Context: an optimization exercise on an open-source flow, tuned for small area and a short achievable clock period. The choices shown serve that exercise and are no tape-out recipe. Function was checked by simulation only, so behaviour that the tests miss may differ from the original. Power is estimated from default activity; no workload was simulated.

==> inputs of build 74 <==
Design regfile_mp, start of the top module:
module regfile_mp #(
    parameter int unsigned XLEN   = regfile_pkg::XLEN_DEF,
    parameter int unsigned NREG   = regfile_pkg::NREG_DEF,
    parameter int unsigned NRD    = 2,
    parameter int unsigned NWR    = 2,
    parameter bit          BYPASS = 1'b1,
    parameter int unsigned AW     = $clog2(NREG)
) (
    input  logic                     clk,
    input  logic                     rst_n,
    input  logic [NRD-1:0][AW-1:0]   rd_addr,
    output logic [NRD-1:0][XLEN-1:0] rd_data,
    output logic [NRD-1:0]           rd_busy,
    input  logic [NWR-1:0]           wr_en,
    input  logic [NWR-1:0][AW-1:0]   wr_addr,
    input  logic [NWR-1:0][XLEN-1:0] wr_data,
    input  logic                     rsv_en,
    input  logic [AW-1:0]            rsv_addr,
    input  logic                     flush,
    output logic [AW:0]              busy_cnt
);
==> module regfile_aoi222, before the edit <==
module regfile_aoi222 (
    input  logic a1, a2, b1, b2, c1, c2,
    output logic y
);
    assign y = ~((a1 & a2) | (b1 & b2) | (c1 & c2));
endmodule
==> module regfile_inv, before the edit <==
module regfile_inv (
    input  logic a,
    output logic y
);
    assign y = ~a;
endmodule
==> module regfile_nand, before the edit <==
module regfile_nand #(
    parameter int unsigned N = 4
) (
    input  logic [N-1:0] a,
    output logic         y
);
    assign y = ~(&a);
endmodule
==> module regfile_or, before the edit <==
module regfile_or #(
    parameter int unsigned N = 4
) (
    input  logic [N-1:0] a,
    output logic         y
);
    assign y = |a;
endmodule
==> module regfile_onehot_or, before the edit <==
module regfile_onehot_or #(
    parameter int unsigned N = 33
) (
    input  logic [N-1:0] sel,
    input  logic [N-1:0] dat,
    output logic         y
);
    localparam int unsigned NG = (N + 2) / 3;         
    localparam int unsigned NN = (NG + 3) / 4;        
    logic [3*NG-1:0] s, d;
    logic [NG-1:0]   g;
    logic [NN-1:0]   n;
    assign s = (3*NG)'(sel);
    assign d = (3*NG)'(dat);
    for (genvar i = 0; i < NG; i++) begin : g_aoi
        regfile_aoi222 u_aoi (
            .a1(s[3*i]), .a2(d[3*i]), .b1(s[3*i+1]), .b2(d[3*i+1]),
            .c1(s[3*i+2]), .c2(d[3*i+2]), .y(g[i])
        );
    end
    for (genvar j = 0; j < NN; j++) begin : g_nand
        localparam int unsigned W = (4*j + 4 <= NG) ? 4 : NG - 4*j;
        regfile_nand #(.N(W)) u_nand (.a(g[4*j +: W]), .y(n[j]));
    end
    regfile_or #(.N(NN)) u_or (.a(n), .y(y));
endmodule
==> module regfile_mp, before the edit <==
module regfile_mp #(
    parameter int unsigned XLEN   = regfile_pkg::XLEN_DEF,
    parameter int unsigned NREG   = regfile_pkg::NREG_DEF,
    parameter int unsigned NRD    = 2,
    parameter int unsigned NWR    = 2,
    parameter bit          BYPASS = 1'b1,
    parameter int unsigned AW     = $clog2(NREG)
) (
    input  logic                     clk,
    input  logic                     rst_n,
    input  logic [NRD-1:0][AW-1:0]   rd_addr,
    output logic [NRD-1:0][XLEN-1:0] rd_data,
    output logic [NRD-1:0]           rd_busy,
    input  logic [NWR-1:0]           wr_en,
    input  logic [NWR-1:0][AW-1:0]   wr_addr,
    input  logic [NWR-1:0][XLEN-1:0] wr_data,
    input  logic                     rsv_en,
    input  logic [AW-1:0]            rsv_addr,
    input  logic                     flush,
    output logic [AW:0]              busy_cnt
);
    localparam int unsigned NT = NREG - 1 + NWR;    
    logic [XLEN-1:0] mem_q [NREG];
    logic [XLEN-1:0] mem_d [NREG];
    logic [NREG-1:0] vld_q;
    logic [NREG-1:0] busy;
    logic [NWR-1:0][NREG-1:0] wsel;
    logic [NREG-1:0]          hold;
    always_comb begin
        for (int a = 0; a < NREG; a++) begin
            logic taken;
            taken = 1'b0;
            for (int k = NWR - 1; k >= 0; k--) begin
                wsel[k][a] = (a != 0) && wr_en[k] && (wr_addr[k] == AW'(a)) && !taken;
                taken      = taken | wsel[k][a];
            end
            hold[a] = !taken;
        end
    end
    for (genvar a = 1; a < NREG; a++) begin : g_row
        for (genvar b = 0; b < XLEN; b++) begin : g_bit
            logic [NWR:0] s, v;
            logic         dn;
            assign s[NWR] = hold[a];
            assign v[NWR] = mem_q[a][b];
            for (genvar k = 0; k < NWR; k++) begin : g_wp
                assign s[k] = wsel[k][a];
                assign v[k] = wr_data[k][b];
            end
            if (NWR == 2) begin : g_aoi
                regfile_aoi222 u_aoi (
                    .a1(s[0]), .a2(v[0]), .b1(s[1]), .b2(v[1]), .c1(s[2]), .c2(v[2]), .y(dn)
                );
                regfile_inv u_inv (.a(dn), .y(mem_d[a][b]));
            end else begin : g_gen
                regfile_onehot_or #(.N(NWR + 1)) u_or (.sel(s), .dat(v), .y(mem_d[a][b]));
            end
        end
    end
    always_ff @(posedge clk) begin
        for (int a = 1; a < NREG; a++) begin
            mem_q[a] <= mem_d[a];
        end
    end
    always_ff @(posedge clk or negedge rst_n) begin
        if (!rst_n) begin
            vld_q <= '0;
        end else begin
            for (int a = 1; a < NREG; a++) begin
                if (!hold[a]) begin
                    vld_q[a] <= 1'b1;
                end
            end
        end
    end
    for (genvar p = 0; p < NRD; p++) begin : g_rd
        logic [NWR-1:0]  hit, bsel;
        logic            any_hit;
        logic [NT-1:0]   sel;
        logic            rbusy;
        always_comb begin
            logic taken;
            for (int k = 0; k < NWR; k++) begin
                hit[k] = BYPASS && (rd_addr[p] != '0) && wr_en[k] && (wr_addr[k] == rd_addr[p]);
            end
            taken = 1'b0;
            for (int k = NWR - 1; k >= 0; k--) begin
                bsel[k] = hit[k] && !taken;
                taken   = taken | hit[k];
            end
            any_hit = taken;
            rbusy   = 1'b0;
            for (int a = 1; a < NREG; a++) begin
                sel[a-1] = (rd_addr[p] == AW'(a)) && vld_q[a] && !any_hit;
                rbusy    = rbusy | ((rd_addr[p] == AW'(a)) && busy[a]);
            end
            for (int k = 0; k < NWR; k++) begin
                sel[NREG-1+k] = bsel[k];
            end
        end
        assign rd_busy[p] = rbusy && !any_hit;
        for (genvar b = 0; b < XLEN; b++) begin : g_bit
            logic [NT-1:0] dat;
            for (genvar a = 1; a < NREG; a++) begin : g_r
                assign dat[a-1] = mem_q[a][b];
            end
            for (genvar k = 0; k < NWR; k++) begin : g_w
                assign dat[NREG-1+k] = wr_data[k][b];
            end
            regfile_onehot_or #(.N(NT)) u_or (.sel(sel), .dat(dat), .y(rd_data[p][b]));
        end
    end
    regfile_scoreboard #(
        .NREG (NREG),
        .NWR  (NWR),
        .AW   (AW)
    ) u_scoreboard (
        .clk      (clk),
        .rst_n    (rst_n),
        .wr_en    (wr_en),
        .wr_addr  (wr_addr),
        .rsv_en   (rsv_en),
        .rsv_addr (rsv_addr),
        .flush    (flush),
        .busy     (busy),
        .busy_cnt (busy_cnt)
    );
endmodule
Settings: LEC_CHECK=0, CAP_MARGIN=35, CELL_PAD_IN_SITES_DETAIL_PLACEMENT=1, CELL_PAD_IN_SITES_GLOBAL_PLACEMENT=2, CORE_MARGIN=2, CORE_UTILIZATION=30, GPL_ROUTABILITY_DRIVEN=1, PLACE_DENSITY=0.4, SETUP_SLACK_MARGIN=0.3, SLEW_MARGIN=35, SYNTH_HIERARCHICAL=1; clock period 8.5 ns.
run.sh (not shown) runs the stock make flow with config.mk's settings and CLKGATE_MAP_FILE= SYNTH_SCRIPT=/design/flow/synth_recipe.tcl, a recipe that flattens the netlist after the stock synthesis.
==> trial 34 (differences from build 74) <==
==> flow/design.v (replaced) <==
package regfile_pkg;
    localparam int unsigned XLEN_DEF  = 32;
    localparam int unsigned NREG_DEF  = 32;
    localparam int unsigned MAX_PORTS = 32;
    typedef logic [4:0] regaddr_t;
    localparam regaddr_t ZERO_REG = 5'd0;
endpackage
import regfile_pkg::*;
module regfile_scoreboard #(
    parameter int unsigned NREG = regfile_pkg::NREG_DEF,
    parameter int unsigned NWR  = 2,
    parameter int unsigned AW   = $clog2(NREG)
) (
    input  logic                    clk,
    input  logic                    rst_n,
    input  logic [NWR-1:0]          wr_en,
    input  logic [NWR-1:0][AW-1:0]  wr_addr,
    input  logic                    rsv_en,
    input  logic [AW-1:0]           rsv_addr,
    input  logic                    flush,
    output logic [NREG-1:0]         busy,
    output logic [AW:0]             busy_cnt
);
    logic [NREG-1:0] busy_q, busy_d;
    logic [AW:0]     cnt_q, cnt_d;
    logic            clr;
    always_comb begin
        busy_d = busy_q;
        cnt_d  = '0;
        clr    = 1'b0;
        for (int a = 1; a < NREG; a++) begin
            clr = 1'b0;
            for (int k = 0; k < NWR; k++) begin
                clr = clr | (wr_en[k] && (wr_addr[k] == AW'(a)));
            end
            if (flush) begin
                busy_d[a] = 1'b0;
            end else if (rsv_en && (rsv_addr == AW'(a))) begin
                busy_d[a] = 1'b1;
            end else if (clr) begin
                busy_d[a] = 1'b0;
            end
        end
        busy_d[0] = 1'b0;
        for (int a = 0; a < NREG; a++) begin
            cnt_d = cnt_d + (AW+1)'(busy_d[a]);
        end
    end
    always_ff @(posedge clk or negedge rst_n) begin
        if (!rst_n) begin
            busy_q <= '0;
            cnt_q  <= '0;
        end else begin
            busy_q <= busy_d;
            cnt_q  <= cnt_d;
        end
    end
    assign busy     = busy_q;
    assign busy_cnt = cnt_q;
endmodule
import regfile_pkg::*;
module regfile_mp #(
    parameter int unsigned XLEN   = regfile_pkg::XLEN_DEF,
    parameter int unsigned NREG   = regfile_pkg::NREG_DEF,
    parameter int unsigned NRD    = 2,
    parameter int unsigned NWR    = 2,
    parameter bit          BYPASS = 1'b1,
    parameter int unsigned AW     = $clog2(NREG)
) (
    input  logic                     clk,
    input  logic                     rst_n,
    input  logic [NRD-1:0][AW-1:0]   rd_addr,
    output logic [NRD-1:0][XLEN-1:0] rd_data,
    output logic [NRD-1:0]           rd_busy,
    input  logic [NWR-1:0]           wr_en,
    input  logic [NWR-1:0][AW-1:0]   wr_addr,
    input  logic [NWR-1:0][XLEN-1:0] wr_data,
    input  logic                     rsv_en,
    input  logic [AW-1:0]            rsv_addr,
    input  logic                     flush,
    output logic [AW:0]              busy_cnt
);
    logic [XLEN-1:0] mem_q [NREG];
    logic [NWR-1:0]  wr_ok;
    logic [NREG-1:0] busy;
    logic [NWR-1:0]  req, gnt;
    logic [XLEN-1:0] byp;
    function automatic logic [MAX_PORTS-1:0] prio_onehot(input logic [MAX_PORTS-1:0] req);
        logic [MAX_PORTS-1:0] gnt;
        gnt = '0;
        for (int i = 0; i < MAX_PORTS; i++) begin
            if (req[i]) begin
                gnt    = '0;
                gnt[i] = 1'b1;
            end
        end
        prio_onehot = gnt;
    endfunction
    function automatic logic addr_ok(input logic [AW-1:0] a);
        addr_ok = (a != AW'(ZERO_REG)) && (32'(a) < NREG);
    endfunction
    always_comb begin
        for (int k = 0; k < NWR; k++) begin
            wr_ok[k] = wr_en[k] && addr_ok(wr_addr[k]);
        end
    end
    always_ff @(posedge clk or negedge rst_n) begin
        if (!rst_n) begin
            for (int i = 0; i < NREG; i++) begin
                mem_q[i] <= '0;
            end
        end else begin
            for (int k = 0; k < NWR; k++) begin
                if (wr_ok[k]) begin
                    mem_q[wr_addr[k]] <= wr_data[k];
                end
            end
        end
    end
    always_comb begin
        rd_data = '0;
        rd_busy = '0;
        req     = '0;
        gnt     = '0;
        byp     = '0;
        for (int p = 0; p < NRD; p++) begin
            for (int k = 0; k < NWR; k++) begin
                req[k] = wr_ok[k] && (wr_addr[k] == rd_addr[p]);
            end
            gnt = NWR'(prio_onehot(MAX_PORTS'(req)));
            byp = '0;
            for (int k = 0; k < NWR; k++) begin
                byp = byp | ({XLEN{gnt[k]}} & wr_data[k]);
            end
            if (addr_ok(rd_addr[p])) begin
                if (BYPASS && (req != '0)) begin
                    rd_data[p] = byp;
                end else begin
                    rd_data[p] = mem_q[rd_addr[p]];
                end
                rd_busy[p] = busy[rd_addr[p]] && !(BYPASS && (req != '0));
            end
        end
    end
    regfile_scoreboard #(
        .NREG (NREG),
        .NWR  (NWR),
        .AW   (AW)
    ) u_scoreboard (
        .clk      (clk),
        .rst_n    (rst_n),
        .wr_en    (wr_en),
        .wr_addr  (wr_addr),
        .rsv_en   (rsv_en),
        .rsv_addr (rsv_addr),
        .flush    (flush),
        .busy     (busy),
        .busy_cnt (busy_cnt)
    );
endmodule
--- a/flow/config.mk
+++ b/flow/config.mk
@@ -15,3 +15,2 @@
 export SETUP_SLACK_MARGIN = 0.3
 export SLEW_MARGIN = 35
-export SYNTH_HIERARCHICAL = 1
==> notes.md <==
Between build 74 and trial 34, the lower sequential share of layout area is in trial 34 (gap 2.7 points).
In build 74 the worst hold slack is worse than in trial 34, by 0.091 ns.
Between build 74 and trial 34, the lower final cell count is in build 74 (gap 27%, measured against trial 34).
Synthesized area: build 74 is lower than trial 34 (about 26%).
Against build 74, the combinational power of trial 34 is higher by 45%.
Against trial 34, the routed wire length of build 74 is lower by about 44%.
Against build 74, the design area of trial 34 is larger by about 30%.
Between trial 34 and build 74, the lower maximum frequency is in build 74 (gap 3.2%, measured against build 74).
Of build 74 and trial 34, trial 34 has the higher worst setup slack (gap 0.25 ns).
==> figures <==
Status: trial 34 no timing/DRC/antenna violations; build 74 no timing/DRC/antenna violations
Ratio of layout area to synthesized area: trial 34 1.188x; build 74 1.246x
Flip-flop and latch power: trial 34 7940 µW; build 74 7240 µW
Multi-input logic area: trial 34 36700 µm²; build 74 23400 µm²
Beginning of the critical path: trial 34 rd_addr[0]; build 74 rd_addr[9]
Number of placement rows: trial 34 171; build 74 147
Cell total after placement: trial 34 9964; build 74 7245
Post-route standard cell area excluding fillers: trial 34 77700 µm²; build 74 60200 µm²
Core area: trial 34 217000 µm²; build 74 160000 µm²
Power density over the cells: trial 34 236 nW/µm²; build 74 267 nW/µm²
Crit path largest cell delay: trial 34 0.95 ns; build 74 0.86 ns
Fin Hold WS: trial 34 0.584 ns; build 74 0.493 ns
Detailed placer's ending HPWL: trial 34 375 mm; build 74 186 mm
Mean instance size in the synthesized netlist: trial 34 8.98 µm²; build 74 10.3 µm²
Post-detailed-route via-to-cell ratio: trial 34 7.23; build 74 7.38
Number of multi-input combinational cells: trial 34 5317; build 74 2554
Final period utilization: trial 34 0.931; build 74 0.961
Startpoint of the most critical hold path: trial 34 mem_q[2][26]; build 74 vld_q[31]
Num tapcells: trial 34 2854; build 74 2160
Clock Power Share: trial 34 0.346; build 74 0.375

## afterwards: timing with drivers on the ports
Ports are ideal in the flow. The routed layouts listed here were re-timed in OpenROAD.
Step 1 assumes that a clkbuf_16 drives the clock port and a buf_2 every other input.
Step 2 moves the port delays by t, midway between the first and last clock arrival at a register: inputs arrive t later, outputs are due t later. That takes back most of the time a late clock gives input paths.
Slacks: no drivers / after step 1 / after step 2; pairs: no drivers / after step 1.
run	t, ns	slack for setup (ns)	hold slack, ns	clock arrival spread, ns	slew at the worst register clock pin (ns)
build 74	0.851	0.335 / 0.314 / 0.314	0.493 / 0.493 / 0.493	0.040 / 0.041	0.06 / 0.06
trial 34	0.920	0.586 / 0.545 / 0.430	0.584 / 0.584 / 0.584	0.028 / 0.028	0.07 / 0.07
After both steps setup and hold are still met in every run listed. For trial 34, which loses most, drivers alone change the setup slack by -0.041 ns; drivers and shift together by -0.156 ns.
